What follows belongs to an exercise in optimizing a design on an open flow for small area, a short achievable clock period and few clock cycles; a production flow would make more cautious choices.
Where RTL was checked, it was by simulation tests only, not by an equivalence proof against the original.
Power figures rest on the tool's default switching activity, not on a simulated workload.

// disk_seek_scheduler
module disk_seek_scheduler #(
  parameter int unsigned MAX_REQUESTS = 16
) (
  input  wire logic             clk_i,
  input  wire logic             rst_ni,
  input  wire logic             start_i,
  input  wire logic [16:0]      req_i,
  output logic                  busy_o,
  output logic                  move_valid_o,
  output logic [69:0]           move_o,
  input  wire logic             cfg_we_i,
  input  wire logic             cfg_idx_i,
  input  wire logic [15:0]      cfg_data_i
);
==> flow/config.mk <==
export PLATFORM = sky130hd
export DESIGN_NAME = disk_seek_scheduler
export DESIGN_NICKNAME = disk_seek_scheduler
export VERILOG_FILES = /design/flow/design.v
export SDC_FILE = /design/flow/constraint.sdc
export NUM_CORES = 4
export LEC_CHECK = 0
export CAP_MARGIN = 20
export CELL_PAD_IN_SITES_DETAIL_PLACEMENT = 1
export CORE_MARGIN = 2
export CORE_UTILIZATION = 40
export SETUP_SLACK_MARGIN = 3.2
export SLEW_MARGIN = 20
==> flow/constraint.sdc <==
create_clock -name core_clock -period 7.0 [get_ports {clk_i}]
set_input_delay 1.4000 -clock core_clock [delete_from_list [all_inputs] [get_ports {clk_i}]]
set_output_delay 1.4000 -clock core_clock [all_outputs]
set_load 0.01 [all_outputs]
run.sh (not shown) runs the stock make flow with config.mk's settings and CLKGATE_MAP_FILE= SYNTH_SCRIPT=/design/flow/synth_recipe.tcl, a recipe that flattens the netlist after the stock synthesis.
Testbench counts at the start, summed over its fixed seeds: cycles 3,685.
Change:
--- a/flow/design.v
+++ b/flow/design.v
@@ -94,17 +94,17 @@
   logic [15:0] rdiff;
   assign from_sel = q0s;
   assign sdiff    = {1'b0, s0val} - {1'b0, from_sel};
   assign rdiff    = from_sel - s0val;
   assign mdist    = sdiff[16] ? rdiff : sdiff[15:0];
   logic rs_start, rs_pop, rs_end;
   logic xfer;
   assign rs_start = !rs_q & q0v & q0d & first_q & av_q[0] & acl_q[0] & !s1v_q & !s2v_q;
-  assign rs_pop   = rs_q & av_q[0] & acl_q[0] & (!s1v_q | !s2v_q | !needs_slot | !full);
+  assign rs_pop   = rs_q & av_q[0] & acl_q[0] & (!s1v_q | xfer);
   assign rs_end   = rs_q & !(av_q[0] & acl_q[0]) & !s1v_q & !s2v_q;
   logic        pop, full, can_ins, needs_slot, ins, s2_go, close_evt, ins_norm;
   logic        upv, fcfs_k, scan_k;
   logic [3:0]  ar_new;
   logic [NS:0] ge;           
   logic [NS-1:0] bef;
   assign pop        = do_pop | rs_pop;
   assign full       = av_q[NS-1];
Design area grows by 0.64%.
Core utilization grows by 0.44 points.
Global-route usage shrinks by 1.7 points.
First-iteration DRC count grows by 3.2%.
Die area shrinks by 0.54%.
Function not checked in the second run of this note: the RTL went through the layout flow alone.

--- another note on this design; it stands on its own ---

// disk_seek_scheduler
module disk_seek_scheduler #(
  parameter int unsigned MAX_REQUESTS = 16
) (
  input  wire logic             clk_i,
  input  wire logic             rst_ni,
  input  wire logic             start_i,
  input  wire logic [16:0]      req_i,
  output logic                  busy_o,
  output logic                  move_valid_o,
  output logic [69:0]           move_o,
  input  wire logic             cfg_we_i,
  input  wire logic             cfg_idx_i,
  input  wire logic [15:0]      cfg_data_i
);
For scale: ~110 I/O pins, about 37,000 um2 of cells after synthesis.
clock: 7.0 ns
lec_check: 0
cap_margin: 20
cell_pad_in_sites_detail_placement: 1
core_margin: 2
core_utilization: 40
cts_buf_list: sky130_fd_sc_hd__clkbuf_8 sky130_fd_sc_hd__clkbuf_16
cts_cluster_diameter: 100
cts_cluster_size: 20
setup_slack_margin: 3.8
slew_margin: 20
run.sh (not shown) runs the stock make flow with config.mk's settings and CLKGATE_MAP_FILE= SYNTH_SCRIPT=/design/flow/synth_recipe.tcl, a recipe that flattens the netlist after the stock synthesis.
The starting point finished clean.
Testbench counts at the start, summed over its fixed seeds: cycles 3,685.
Change:
CTS_BUF_LIST = sky130_fd_sc_hd__clkbuf_4 sky130_fd_sc_hd__clkbuf_8   (was sky130_fd_sc_hd__clkbuf_8 sky130_fd_sc_hd__clkbuf_16)
CTS_CLUSTER_DIAMETER = not set   (was 100)
CTS_CLUSTER_SIZE = 30   (was 20)
SETUP_SLACK_MARGIN = 3.6   (was 3.8)
Result: Hold slack degrades by 0.0051 ns. Combinational power drops by about 4%. Sequential power climbs by about 0.6%. Critical path depth drops by 2. Cell count climbs by 2.5%. Clock-buffer cell count climbs by 129. Sequential share of layout area drops by 0.93 points. Die area is unchanged.

disk_seek_scheduler again, from the RTL that the note above started with.
make LEC_CHECK=0 CAP_MARGIN=20 CELL_PAD_IN_SITES_DETAIL_PLACEMENT=1 CORE_MARGIN=2 CORE_UTILIZATION=40 CTS_BUF_LIST='sky130_fd_sc_hd__clkbuf_8 sky130_fd_sc_hd__clkbuf_16' CTS_CLUSTER_DIAMETER=100 CTS_CLUSTER_SIZE=20 SETUP_SLACK_MARGIN=3.4 SLEW_MARGIN=20 finish   # period 7.0 ns
Testbench counts at the start, summed over its fixed seeds: cycles 3,685.
Change:
- SETUP_SLACK_MARGIN: 3.4 -> 3.6
=> Clock-buffer cell count went down by 2; sequential power falls slightly; sequential share of layout area is lower by 0.18 points.

[separate check: timing with driven ports]
The flow's constraints put no driver on any port. The routed layouts listed below were extracted and timed again, unchanged, in two steps.
Step 1, drivers: a clkbuf_16 drives clk_i and a buf_2 each remaining input, both assumed.
Step 2, shift: input delay + t, output delay - t, t = (earliest + latest rising clock arrival at the registers) / 2. This alone moves slack from input paths to output paths.
Three values: ideal ports, drivers, drivers and shift; two values: the first two.
run | t, ns | setup slack, ns | worst setup path at the end | slew at the worst register clock pin (ns) | worst slew at a driven data input, ns
the first run of note 1 | 0.713 | 3.320 / 3.355 / 2.652 | input to register | 0.07 / 0.07 | 0.09
the second run of note 1 | 0.707 | 3.299 / 3.299 / 2.863 | input to register | 0.07 / 0.07 | 0.12
the first run of note 2 | 0.701 | 3.653 / 3.659 / 2.987 | input to register | 0.10 / 0.10 | 0.07
the second run of note 2 | 0.834 | 3.586 / 3.586 / 2.903 | input to register | 0.07 / 0.07 | 0.07
the first run of note 3 | 0.693 | 3.470 / 3.470 / 2.844 | input to register | 0.10 / 0.10 | 0.08
the second run of note 3 | 0.699 | 3.597 / 3.605 / 2.935 | input to register | 0.10 / 0.10 | 0.07
After both steps every run listed still meets setup and hold. For the second run of note 2, which loses most, drivers alone change the setup slack by 0.000 ns; drivers and shift together by -0.683 ns.
